From an optimization exercise on the open Yosys and OpenROAD flow, aimed at small area, a short achievable clock period and few clock cycles per item; shortcuts taken in it are not production practice. The RTL was checked by simulation tests, not by an equivalence proof against the original design.

==> 10-17 <==
Design param_wallace_multiplier, start of the top module:
module param_wallace_multiplier
#(
    parameter int WIDTH = 32
) (
    input  logic                 clk,
    input  logic                 rst,
    input  logic [WIDTH-1:0]     a,
    input  logic [WIDTH-1:0]     b,
    input  logic                 signed_mode,
    input  logic                 in_valid,
    output logic                 in_ready,
    output logic [2*WIDTH-1:0]   product,
    output logic                 out_valid,
    input  logic                 out_ready
);
Settings: LEC_CHECK=0, CAP_MARGIN=20, CORE_MARGIN=2, CORE_UTILIZATION=60, SETUP_SLACK_MARGIN=2.2, SLEW_MARGIN=20, SYNTH_HIERARCHICAL=1, SYNTH_MINIMUM_KEEP_SIZE=0; clock period 5.0 ns.
run.sh (not shown) runs the stock make flow with config.mk's settings and CLKGATE_MAP_FILE= SYNTH_SCRIPT=/design/flow/synth_recipe.tcl, a recipe that flattens the netlist after the stock synthesis.
==> 09-08 (differences from 10-17) <==
- SETUP_SLACK_MARGIN: 2.2 -> 1.9
==> summary.txt <==
| quantity | 09-08 | 10-17 |
|---|---|---|
| Run status | no timing/DRC/antenna violations | no timing/DRC/antenna violations |
| Number of buffers inserted by post-CTS setup repair | 5 | 56 |
| Stages on the worst setup path | 5 | 4 |
| Max-slew headroom at the worst pin | 0.225 | 0.456 |
| Vias in the first global route | 29,800 | 30,100 |
| Worst clock skew | 0.0314 ns | 0.0279 ns |
| Area delta synth->final | 9.44% | 10.0% |
| Max FO, Critical Path | 13 | 1 |
| RSZ-0062 raised after global routing | no | yes |
| Buffering overhead | 0.0557 | 0.0605 |
| Global-route met3 utilization | 0.104 | 0.108 |
| Highest Clock Rate | 322 MHz | 351 MHz |
| Fraction of the cycle the final worst path needs | 0.621 | 0.570 |
| Count of antenna diodes in the layout | 1 | 0 |
| Critical path origin | a_q[23] | st2_q[126] |
| Initial antenna violation count | 6 | 9 |
| Worst path setup slack after routing | 1.89 ns | 2.15 ns |
| Maximum cell stage delay along the critical path | 1.11 ns | 0.62 ns |
| Overall routing resource usage | 0.345 | 0.349 |
| Met2 track utilization from global routing | 0.519 | 0.520 |
Testbench counts of 10-17, summed over its fixed seeds: cycles 8,032, items 8,000.
Testbench counts of 09-08, summed over its fixed seeds: cycles 8,032, items 8,000.

* * *

==> run a: inputs <==
Another version of the RTL of param_wallace_multiplier (not shown whole).
==> flow/config.mk <==
export PLATFORM = sky130hd
export DESIGN_NAME = param_wallace_multiplier
export DESIGN_NICKNAME = param_wallace_multiplier
export VERILOG_FILES = /design/flow/design.v
export SDC_FILE = /design/flow/constraint.sdc
export NUM_CORES = 4
export LEC_CHECK = 0
export CAP_MARGIN = 20
export CORE_MARGIN = 2
export CORE_UTILIZATION = 55
export SETUP_SLACK_MARGIN = 2.2
export SLEW_MARGIN = 20
==> flow/constraint.sdc <==
create_clock -name core_clock -period 5.0 [get_ports {clk}]
set_input_delay 1.0000 -clock core_clock [delete_from_list [all_inputs] [get_ports {clk}]]
set_output_delay 1.0000 -clock core_clock [all_outputs]
set_load 0.01 [all_outputs]
==> run b: changes against run a <==
- CORE_UTILIZATION: 55 -> 40
- SETUP_SLACK_MARGIN: 2.2 -> unset
==> impl_metrics.tcl <==
set metrics [dict create \
    status "no timing/DRC/antenna violations" \
    routabilityCongestion 0.986 \
    clk_latency_ps 600 \
    m1WireLength_um 76100 \
    cts_made_buffers 38 \
    worstPathCellList "inv_1 -> fa_1 -> inv_1 -> fa_1 -> ha_1 -> a21oi_1 -> o21ai_0 -> a221o_1 -> a21o_1 -> a21oi_2 -> o41ai_1 -> a21oi_1 -> o21ai_0 -> xor2_1" \
    startpoint "st4_q[27]" \
]
(the above is from run b)
==> impl_metrics.tcl <==
set metrics [dict create \
    clockRootBuffer "clkbuf_16" \
    tapCellCount 1060 \
    ant_nets 0 \
    status "no timing/DRC/antenna violations" \
    clk_latency_ps 570 \
    routabilityCongestion 0.989 \
    cts_made_buffers 36 \
    worstPathCellList "inv_2 -> fa_1 -> fa_2 -> inv_2 -> ha_4 -> buf_6 -> nand4_1 -> o221ai_2 -> nand2_2 -> a31o_1 -> a21o_1 -> o31a_1 -> o31a_1 -> o21ai_2 -> xor2_1" \
]
(the above is from run a)
Testbench counts of run a, summed over its fixed seeds: cycles 8,016, items 8,000.
Testbench counts of run b, summed over its fixed seeds: cycles 8,016, items 8,000.

* * *

==> run Z <==
param_wallace_multiplier, a different RTL version from the one above (not shown whole).
clock: 5.0 ns
lec_check: 0
cap_margin: 20
core_margin: 2
core_utilization: 60
setup_slack_margin: 1.5
slew_margin: 20
synth_hierarchical: 1
synth_minimum_keep_size: 0
==> run M: changes against run Z <==
CORE_UTILIZATION = 40   (was 60)
SETUP_SLACK_MARGIN = unset   (was 1.5)
==> flow_summary.ini <==
[layout]
layout_common_cells = sky130_fd_sc_hd__xor2_1, sky130_fd_sc_hd__a22o_1, sky130_fd_sc_hd__fa_1, sky130_fd_sc_hd__edfxtp_1, sky130_fd_sc_hd__a21o_1
syn2layout_area_growth_pct = 13.3
non_clock_buffer_count = 352
clk_share = 0.0373

[placement]
routabilityCongestion = 0.993

[drt]
wl_per_cell_um = 29.5

[setup_path]
slowest_delay_ps = 640
timing.critical_path.fanout_max = 4
r2r_path_start = st4_q[48]

[timing]
rsz0062_at_grt = yes
min_period_over_period = 0.704
max_slew_margin = 0.304

[global_routing]
wire_length_of_the_first_global_routing_pass_um = 181000

[run_status]
outcome = no timing/DRC/antenna violations

[floorplan]
core-area_um2 = 64500

[power]
Source of the figures above: run Z

==> flow_summary.ini <==
[run_status]
outcome = no timing/DRC/antenna violations

[layout]
clk_share = 0.0405
syn2layout_area_growth_pct = 9.94

[setup_path]
slowest_delay_ps = 810
timing.critical_path.fanout_max = 11
r2r_path_start = a_q[10]

[timing]
min_period_over_period = 0.778

[placement]
routabilityCongestion = 0.967

[global_routing]
wire_length_of_the_first_global_routing_pass_um = 181000

[power]
Source of the figures above: run M

Testbench counts of run Z, summed over its fixed seeds: cycles 8,024, items 8,000.
Testbench counts of run M, summed over its fixed seeds: cycles 8,024, items 8,000.

* * *

==> v14: inputs <==
Another version of the RTL of param_wallace_multiplier (not shown whole).
make LEC_CHECK=0 CAP_MARGIN=20 CORE_MARGIN=2 CORE_UTILIZATION=60 SETUP_SLACK_MARGIN=2.0 SLEW_MARGIN=20 SYNTH_HIERARCHICAL=1 SYNTH_MINIMUM_KEEP_SIZE=0 finish   # period 5.0 ns
==> v1 (differences from v14) <==
- SETUP_SLACK_MARGIN: 2.0 -> 2.4
==> impl_metrics.tcl <==
set metrics [dict create \
    seq_area_share_pct 37.9 \
    via_per_inst 6.68 \
    layout.cells.non_filler 4114 \
    status "complete, no violations" \
    reg2reg_to "st2_q[160]" \
    met2_usage_pct 49.7 \
    grt_pass1_wl_um 180000 \
    avgRoutedWirePerCell_um 29.9 \
]
(the above is from v14)
==> impl_metrics.tcl <==
set metrics [dict create \
    nFillCells 4924 \
    grt_pass1_wl_um 182000 \
    reg2reg_to "st6_q[73]" \
    layout-drive-gt1-share_pct 11.6 \
    status "complete, no violations" \
    seq_area_share_pct 37.0 \
    chipHeight_um 268 \
    clock_area_share_pct 4.47 \
    via_per_inst 6.70 \
    multi_input_area_share_pct 49.9 \
    layout.cells.non_filler 4131 \
]
(the above is from v1)
Testbench counts of v14, summed over its fixed seeds: cycles 8,032, items 8,000.
Testbench counts of v1, summed over its fixed seeds: cycles 8,032, items 8,000.

* * *

==> inputs of branch delta <==
Starting RTL as in the previous note.
export LEC_CHECK = 0
export CAP_MARGIN = 20
export CORE_MARGIN = 2
export CORE_UTILIZATION = 60
export SETUP_SLACK_MARGIN = 2.3
export SLEW_MARGIN = 20
export SYNTH_HIERARCHICAL = 1
export SYNTH_MINIMUM_KEEP_SIZE = 0
create_clock -name core_clock -period 5.0 [get_ports {clk}]
==> inputs of branch maple, as changes to branch delta <==
--- a/flow/config.mk
+++ b/flow/config.mk
@@ -8,7 +8,7 @@
 export CAP_MARGIN = 20
 export CORE_MARGIN = 2
 export CORE_UTILIZATION = 60
-export SETUP_SLACK_MARGIN = 2.3
+export SETUP_SLACK_MARGIN = 2.5
 export SLEW_MARGIN = 20
 export SYNTH_HIERARCHICAL = 1
 export SYNTH_MINIMUM_KEEP_SIZE = 0
==> inputs of branch violet, as changes to branch delta <==
--- a/flow/config.mk
+++ b/flow/config.mk
@@ -8,7 +8,7 @@
 export CAP_MARGIN = 20
 export CORE_MARGIN = 2
 export CORE_UTILIZATION = 60
-export SETUP_SLACK_MARGIN = 2.3
+export SETUP_SLACK_MARGIN = 2.2
 export SLEW_MARGIN = 20
 export SYNTH_HIERARCHICAL = 1
 export SYNTH_MINIMUM_KEEP_SIZE = 0
==> comparison table <==
quantity                                                                              branch delta            branch violet             branch maple
Result of the run                                                          complete, no violations  complete, no violations  complete, no violations
Routed wire length on met2                                                                52500 um                 51900 um                 54600 um
Maximum single-stage delay on the critical path                                             410 ps                   530 ps                   570 ps
R2R setup slack                                                                            2300 ps                  2240 ps                  2280 ps
Met3 demand-to-capacity share in global routing                                              0.118                    0.119                    0.123
Maximum frequency from static timing analysis                                            0.371 GHz                0.362 GHz                0.368 GHz
Layout cell share with drive strength beyond 1                                              0.0840                   0.0741                    0.176
Fraction of area in clock buffers and inverters                                             0.0455                   0.0457                   0.0443
Unrepaired setup endpoints after global routing                                                yes                       no                      yes
Fraction of standard cell area that is sequential                                            0.376                    0.378                    0.356
Routed wire length                                                                       124000 um                123000 um                125000 um
Detailed Place HPWL                                                                       84700 um                 84700 um                 85000 um
Portion of the clock cycle consumed by the worst path in the final layout                    0.540                    0.552                    0.544
Critical path startpoint                                                                 st6_q[96]                   neg[9]               st2_q[223]
Filler cells                                                                                  5036                     5051                     4787
Largest net degree at the start of global routing                                              123                      123                      137
Testbench counts of branch delta, summed over its fixed seeds: cycles 8,032, items 8,000.
Testbench counts of branch maple, summed over its fixed seeds: cycles 8,032, items 8,000.
Testbench counts of branch violet, summed over its fixed seeds: cycles 8,032, items 8,000.

[afterwards: timing with drivers on the ports]
How much do the figures lean on ideal ports? The routed layouts below were timed once more, with nothing changed but the port constraints. Step 1: set_driving_cell puts a clkbuf_16 on clk and a buf_2 on each other input, an assumption about the parent block. Step 2 moves the port delays by t, midway between the first and last clock arrival at a register: inputs arrive t later, outputs are due t later. That takes back most of the time a late clock gives input paths. Slacks: no drivers / after step 1 / after step 2; pairs: no drivers / after step 1.
| run | shift t [ns] | setup slack, ns | worst setup path after step 2 | cell pins on the clock port's net |
|---|---|---|---|---|
| 10-17 | 0.672 | 2.151 / 2.151 / 2.010 | input to register | 1 |
| 09-08 | 0.672 | 1.893 / 1.893 / 1.692 | input to register | 1 |
| run a | 0.632 | 0.734 / 0.734 / 0.511 | input to register | 1 |
| run b | 0.653 | 0.306 / 0.306 / -0.306 | input to register | 1 |
| run Z | 0.657 | 1.481 / 1.481 / 1.481 | register to register | 1 |
| run M | 0.703 | 1.110 / 1.110 / 1.110 | register to register | 1 |
| v14 | 0.674 | 2.053 / 2.040 / 1.876 | input to register | 1 |
| v1 | 0.671 | 2.305 / 2.305 / 2.028 | input to register | 1 |
| branch delta | 0.673 | 2.302 / 2.302 / 2.078 | input to register | 1 |
| branch maple | 0.680 | 2.280 / 2.280 / 2.263 | input to register | 1 |
| branch violet | 0.678 | 2.240 / 2.240 / 2.123 | input to register | 1 |
With both steps, setup timing fails in run b, where it was met with ideal ports. The setup slack of run b, which loses most, moves by 0.000 ns with the drivers and by -0.612 ns with both steps.
